From an optimization exercise on the open Yosys and OpenROAD flow, aimed at small area; shortcuts taken in it are not production practice. The RTL was checked by simulation tests, not by an equivalence proof against the original design. No activity file was given, so power comes from the tool's default toggle rates. The flow treats the clock pin as an ideal source, which a real chip does not have.

==> module mul_serial, before the edit <==
module mul_serial (
	input logic clk,
	input logic [4:0] step,
	input logic a,
	input logic b,
	output logic p
);
	logic first;
	logic [15:0] lt;  
	logic [15:0] eq;  
	logic [15:0] a_cp;
	logic [15:0] b_cp;
	logic [15:0] s_q;
	logic [15:0] c_q;
	logic [15:0] d_q;
	logic [15:0] s_n;
	logic [15:0] c_n;
	logic [15:0] d_n;
	assign first = (step == 5'd0);
	always_comb begin
		for (int j = 0; j < 16; j++) begin
			lt[j] = (5'(j) < step);
			eq[j] = (5'(j) == step);
		end
	end
	always_comb begin
		for (int j = 0; j < 16; j++) begin
			logic s0, c0, d0, pp1, pp2, s1;
			s0 = (j < 15) ? (s_q[j] && !first) : 1'b0;
			c0 = c_q[j] && !first;
			d0 = d_q[j] && !first;
			pp1 = a && b_cp[j] && lt[j];
			pp2 = b && ((a_cp[j] && lt[j]) || (a && eq[j]));
			s1 = s0 ^ c0 ^ d0;
			c_n[j] = (s0 && c0) || (s0 && d0) || (c0 && d0);
			s_n[j] = s1 ^ pp1 ^ pp2;
			d_n[j] = (s1 && pp1) || (s1 && pp2) || (pp1 && pp2);
		end
	end
	assign p = s_n[0];
	always_ff @(posedge clk) begin
		for (int j = 0; j < 16; j++) begin
			if (eq[j]) begin
				a_cp[j] <= a;
				b_cp[j] <= b;
			end
		end
		s_q <= {1'b0, s_n[15:1]};
		c_q <= c_n;
		d_q <= d_n;
	end
endmodule
export LEC_CHECK = 0
export CAP_MARGIN = 10
export CORE_MARGIN = 2
export CORE_UTILIZATION = 75
export CTS_CLUSTER_DIAMETER = 70
export CTS_CLUSTER_SIZE = 30
export SLEW_MARGIN = 10
export SYNTH_HIERARCHICAL = 1
create_clock -name core_clock -period 10.0 [get_ports {clk}]
standard.sh (not shown) runs the stock make flow with config.mk's settings and CLKGATE_MAP_FILE= SYNTH_SCRIPT=/design/flow/synth_recipe.tcl, a recipe that flattens the netlist after the stock synthesis.
==> flow/flow/run.sh <==
#!/bin/bash
set -euo pipefail
export CTS_ARGS="-sink_clustering_enable -repair_clock_nets -sink_clustering_size 30 -sink_clustering_max_diameter 70 -dont_use_dummy_load"
export BUFFER_PORTS_ARGS="-buffer_cell sky130_fd_sc_hd__buf_1"
bash standard.sh finish > flow.log 2>&1
Rerun with:
--- a/flow/design.v
+++ b/flow/design.v
@@ -222,48 +222,40 @@
 	output logic p
 );
 	logic first;
-	logic [15:0] lt;  
-	logic [15:0] eq;  
-	logic [15:0] a_cp;
-	logic [15:0] b_cp;
-	logic [15:0] s_q;
-	logic [15:0] c_q;
-	logic [15:0] d_q;
-	logic [15:0] s_n;
-	logic [15:0] c_n;
-	logic [15:0] d_n;
+	logic [30:0] a_cp;  
+	logic [30:0] bsh;  
+	logic b0;  
+	logic [5:0] carry;
+	logic [31:0] term;
+	logic [6:0] total;
 	assign first = (step == 5'd0);
 	always_comb begin
-		for (int j = 0; j < 16; j++) begin
-			lt[j] = (5'(j) < step);
-			eq[j] = (5'(j) == step);
+		term[0] = a && (first ? b : b0);
+		for (int i = 0; i < 31; i++) begin
+			term[i + 1] = (5'(i) < step) && a_cp[i] && (i == 0 ? b : bsh[i - 1]);
 		end
 	end
+	logic [15:0][1:0] c1;
+	logic [7:0][2:0] c2;
+	logic [3:0][3:0] c3;
+	logic [1:0][4:0] c4;
+	logic [5:0] c5;
 	always_comb begin
-		for (int j = 0; j < 16; j++) begin
-			logic s0, c0, d0, pp1, pp2, s1;
-			s0 = (j < 15) ? (s_q[j] && !first) : 1'b0;
-			c0 = c_q[j] && !first;
-			d0 = d_q[j] && !first;
-			pp1 = a && b_cp[j] && lt[j];
-			pp2 = b && ((a_cp[j] && lt[j]) || (a && eq[j]));
-			s1 = s0 ^ c0 ^ d0;
-			c_n[j] = (s0 && c0) || (s0 && d0) || (c0 && d0);
-			s_n[j] = s1 ^ pp1 ^ pp2;
-			d_n[j] = (s1 && pp1) || (s1 && pp2) || (pp1 && pp2);
-		end
+		for (int i = 0; i < 16; i++) c1[i] = 2'(term[2 * i]) + 2'(term[2 * i + 1]);
+		for (int i = 0; i < 8; i++) c2[i] = 3'(c1[2 * i]) + 3'(c1[2 * i + 1]);
+		for (int i = 0; i < 4; i++) c3[i] = 4'(c2[2 * i]) + 4'(c2[2 * i + 1]);
+		for (int i = 0; i < 2; i++) c4[i] = 5'(c3[2 * i]) + 5'(c3[2 * i + 1]);
+		c5 = 6'(c4[0]) + 6'(c4[1]);
+		total = 7'(c5) + 7'(first ? 6'd0 : carry);
 	end
-	assign p = s_n[0];
+	assign p = total[0];
 	always_ff @(posedge clk) begin
-		for (int j = 0; j < 16; j++) begin
-			if (eq[j]) begin
-				a_cp[j] <= a;
-				b_cp[j] <= b;
-			end
+		for (int i = 0; i < 31; i++) begin
+			if (step == 5'(i)) a_cp[i] <= a;
 		end
-		s_q <= {1'b0, s_n[15:1]};
-		c_q <= c_n;
-		d_q <= d_n;
+		if (first) b0 <= b;
+		bsh <= {bsh[29:0], b};
+		carry <= total[6:1];
 	end
 endmodule
 `default_nettype wire
Outcome: Worst setup slack improved by 0.30 ns. Final cell count barely changes. Register-to-register slack got worse by 2.6 ns. Via count rises by 1.4%. Non-clock buffer count falls by 5. Core utilization rises by 0.51 points.

Starting RTL as in the previous note.
clock: 10.0 ns
lec_check: 0
cap_margin: 10
core_margin: 2
core_utilization: 75
cts_cluster_diameter: 70
cts_cluster_size: 30
slew_margin: 10
synth_hierarchical: 1
==> flow/flow/run.sh <==
#!/bin/bash
set -euo pipefail
export CTS_ARGS="-sink_clustering_enable -repair_clock_nets -sink_clustering_size 30 -sink_clustering_max_diameter 70 -dont_use_dummy_load"
bash standard.sh finish > flow.log 2>&1
==> next run, changes <==
--- a/flow/design.v
+++ b/flow/design.v
@@ -223,46 +223,38 @@
 );
 	logic first;
-	logic [15:0] lt;  
-	logic [15:0] eq;  
-	logic [15:0] a_cp;
-	logic [15:0] b_cp;
-	logic [15:0] s_q;
-	logic [15:0] c_q;
-	logic [15:0] d_q;
-	logic [15:0] s_n;
-	logic [15:0] c_n;
-	logic [15:0] d_n;
+	logic [30:0] a_cp;  
+	logic [30:0] bsh;  
+	logic b0;  
+	logic [5:0] carry;
+	logic [31:0] term;
+	logic [6:0] total;
 	assign first = (step == 5'd0);
 	always_comb begin
-		for (int j = 0; j < 16; j++) begin
-			lt[j] = (5'(j) < step);
-			eq[j] = (5'(j) == step);
+		term[0] = a && (first ? b : b0);
+		for (int i = 0; i < 31; i++) begin
+			term[i + 1] = (5'(i) < step) && a_cp[i] && (i == 0 ? b : bsh[i - 1]);
 		end
 	end
+	logic [15:0][1:0] c1;
+	logic [7:0][2:0] c2;
+	logic [3:0][3:0] c3;
+	logic [1:0][4:0] c4;
+	logic [5:0] c5;
 	always_comb begin
-		for (int j = 0; j < 16; j++) begin
-			logic s0, c0, d0, pp1, pp2, s1;
-			s0 = (j < 15) ? (s_q[j] && !first) : 1'b0;
-			c0 = c_q[j] && !first;
-			d0 = d_q[j] && !first;
-			pp1 = a && b_cp[j] && lt[j];
-			pp2 = b && ((a_cp[j] && lt[j]) || (a && eq[j]));
-			s1 = s0 ^ c0 ^ d0;
-			c_n[j] = (s0 && c0) || (s0 && d0) || (c0 && d0);
-			s_n[j] = s1 ^ pp1 ^ pp2;
-			d_n[j] = (s1 && pp1) || (s1 && pp2) || (pp1 && pp2);
-		end
+		for (int i = 0; i < 16; i++) c1[i] = 2'(term[2 * i]) + 2'(term[2 * i + 1]);
+		for (int i = 0; i < 8; i++) c2[i] = 3'(c1[2 * i]) + 3'(c1[2 * i + 1]);
+		for (int i = 0; i < 4; i++) c3[i] = 4'(c2[2 * i]) + 4'(c2[2 * i + 1]);
+		for (int i = 0; i < 2; i++) c4[i] = 5'(c3[2 * i]) + 5'(c3[2 * i + 1]);
+		c5 = 6'(c4[0]) + 6'(c4[1]);
+		total = 7'(c5) + 7'(first ? 6'd0 : carry);
 	end
-	assign p = s_n[0];
+	assign p = total[0];
 	always_ff @(posedge clk) begin
-		for (int j = 0; j < 16; j++) begin
-			if (eq[j]) begin
-				a_cp[j] <= a;
-				b_cp[j] <= b;
-			end
+		for (int i = 0; i < 31; i++) begin
+			if (step == 5'(i)) a_cp[i] <= a;
 		end
-		s_q <= {1'b0, s_n[15:1]};
-		c_q <= c_n;
-		d_q <= d_n;
+		if (first) b0 <= b;
+		bsh <= {bsh[29:0], b};
+		carry <= total[6:1];
 	end
 endmodule
The changed run went through all stages and came out clean.
Clock-buffer cell count is lower by 4.
Final area is lower by 0.57%.
First-iteration DRC count is higher by about 5%.
Global-route usage is higher by 0.94 points.
Synthesized cell count barely changes.
Register-to-register slack degrades by 2.7 ns.
Worst setup slack improves by 0.025 ns.
Routed wire length is higher by 2.2%.
Hold slack improves by 0.047 ns.
Power is lower by 1.0%.
Die area is lower by about 0.46%.
Clock power is lower by about 2%.

Another version of the RTL of core_top (not shown whole).
Size in the first run: about 6000 cells after synthesis, roughly 150 I/O pins, about 0.077 sq mm of cells after synthesis.
==> module mul_serial, before the edit <==
module mul_serial (
	input logic clk,
	input logic [4:0] step,
	input logic a,
	input logic b,
	output logic p
);
	logic first;
	logic [30:0] a_cp;  
	logic [30:0] bsh;  
	logic b0;  
	logic [5:0] carry;
	logic [31:0] term;
	logic [6:0] total;
	assign first = (step == 5'd0);
	always_comb begin
		term[0] = a && (first ? b : b0);
		for (int i = 0; i < 31; i++) begin
			term[i + 1] = (5'(i) < step) && a_cp[i] && (i == 0 ? b : bsh[i - 1]);
		end
	end
	always_comb begin
		total = {1'b0, first ? 6'd0 : carry};
		for (int i = 0; i < 32; i++) total = total + 7'(term[i]);
	end
	assign p = total[0];
	always_ff @(posedge clk) begin
		for (int i = 0; i < 31; i++) begin
			if (step == 5'(i)) a_cp[i] <= a;
		end
		if (first) b0 <= b;
		bsh <= {bsh[29:0], b};
		carry <= total[6:1];
	end
endmodule
Settings: LEC_CHECK=0, CAP_MARGIN=10, CORE_MARGIN=2, CORE_UTILIZATION=65, CTS_CLUSTER_DIAMETER=70, CTS_CLUSTER_SIZE=30, SLEW_MARGIN=10, SYNTH_HIERARCHICAL=1; clock period 10.0 ns.
run.sh (not shown) runs the stock make flow with config.mk's settings and CLKGATE_MAP_FILE= SYNTH_SCRIPT=/design/flow/synth_recipe.tcl, a recipe that flattens the netlist after the stock synthesis.
Stock flow here: none of the scripts above is used.
The first run finished clean.
Edit:
--- a/flow/design.v
+++ b/flow/design.v
@@ -219,37 +219,54 @@
 	input logic [4:0] step,
 	input logic a,
 	input logic b,
 	output logic p
 );
 	logic first;
-	logic [30:0] a_cp;  
-	logic [30:0] bsh;  
-	logic b0;  
-	logic [5:0] carry;
-	logic [31:0] term;
-	logic [6:0] total;
+	logic [15:0] lt;  
+	logic [15:0] eq;  
+	logic [15:0] a_cp;
+	logic [15:0] b_cp;
+	logic [15:0] s_q;
+	logic [15:0] c_q;
+	logic [15:0] d_q;
+	logic [15:0] s_n;
+	logic [15:0] c_n;
+	logic [15:0] d_n;
 	assign first = (step == 5'd0);
 	always_comb begin
-		term[0] = a && (first ? b : b0);
-		for (int i = 0; i < 31; i++) begin
-			term[i + 1] = (5'(i) < step) && a_cp[i] && (i == 0 ? b : bsh[i - 1]);
+		for (int j = 0; j < 16; j++) begin
+			lt[j] = (5'(j) < step);
+			eq[j] = (5'(j) == step);
 		end
 	end
 	always_comb begin
-		total = {1'b0, first ? 6'd0 : carry};
-		for (int i = 0; i < 32; i++) total = total + 7'(term[i]);
+		for (int j = 0; j < 16; j++) begin
+			logic s0, c0, d0, pp1, pp2, s1;
+			s0 = (j < 15) ? (s_q[j] && !first) : 1'b0;
+			c0 = c_q[j] && !first;
+			d0 = d_q[j] && !first;
+			pp1 = a && b_cp[j] && lt[j];
+			pp2 = b && ((a_cp[j] && lt[j]) || (a && eq[j]));
+			s1 = s0 ^ c0 ^ d0;
+			c_n[j] = (s0 && c0) || (s0 && d0) || (c0 && d0);
+			s_n[j] = s1 ^ pp1 ^ pp2;
+			d_n[j] = (s1 && pp1) || (s1 && pp2) || (pp1 && pp2);
+		end
 	end
-	assign p = total[0];
+	assign p = s_n[0];
 	always_ff @(posedge clk) begin
-		for (int i = 0; i < 31; i++) begin
-			if (step == 5'(i)) a_cp[i] <= a;
+		for (int j = 0; j < 16; j++) begin
+			if (eq[j]) begin
+				a_cp[j] <= a;
+				b_cp[j] <= b;
+			end
 		end
-		if (first) b0 <= b;
-		bsh <= {bsh[29:0], b};
-		carry <= total[6:1];
+		s_q <= {1'b0, s_n[15:1]};
+		c_q <= c_n;
+		d_q <= d_n;
 	end
 endmodule
 `default_nettype wire
 `default_nettype none
 `timescale 1ns/1ns
 import arm_lite_pkg::*;
=> Sequential share of layout area went up by 0.18 points; routed wire length falls by about 2.4%; setup slack improves by 0.23 ns; critical path depth rose by 2; via count drops by 1.2%; non-clock buffer count decreases by 14; sequential power stays flat; die area rose by 0.40%.

-- separate check: timing with driven ports --
In the flow no input, the clock included, has a driving cell. The finished layouts below were timed again as built, in two steps.
Step 1, drivers: a clkbuf_16 drives clk and a buf_2 each remaining input, both assumed.
Step 2, shift: input delay + t, output delay - t, t = (earliest + latest rising clock arrival at the registers) / 2. This alone moves slack from input paths to output paths.
a / b / c = no drivers / after step 1 / after step 2; a / b = the first two.
| run | t, ns | slack for setup (ns) | slew at the worst register clock pin (ns) |
|---|---|---|---|
| the first run of note 1 | 0.777 | 0.825 / 0.801 / 0.801 | 0.12 / 0.12 |
| the second run of note 1 | 0.799 | 1.128 / 1.100 / 1.100 | 0.11 / 0.11 |
| the first run of note 2 | 0.788 | 0.471 / 0.442 / 0.442 | 0.12 / 0.12 |
| the second run of note 2 | 0.799 | 0.497 / 0.473 / 0.473 | 0.11 / 0.11 |
| the first run of note 3 | 0.831 | 0.181 / 0.151 / 0.151 | 0.11 / 0.11 |
| the second run of note 3 | 0.826 | 0.416 / 0.391 / 0.391 | 0.11 / 0.11 |
After both steps every run listed still meets setup and hold. For the first run of note 3, which loses most, drivers alone change the setup slack by -0.030 ns; drivers and shift together by -0.030 ns.
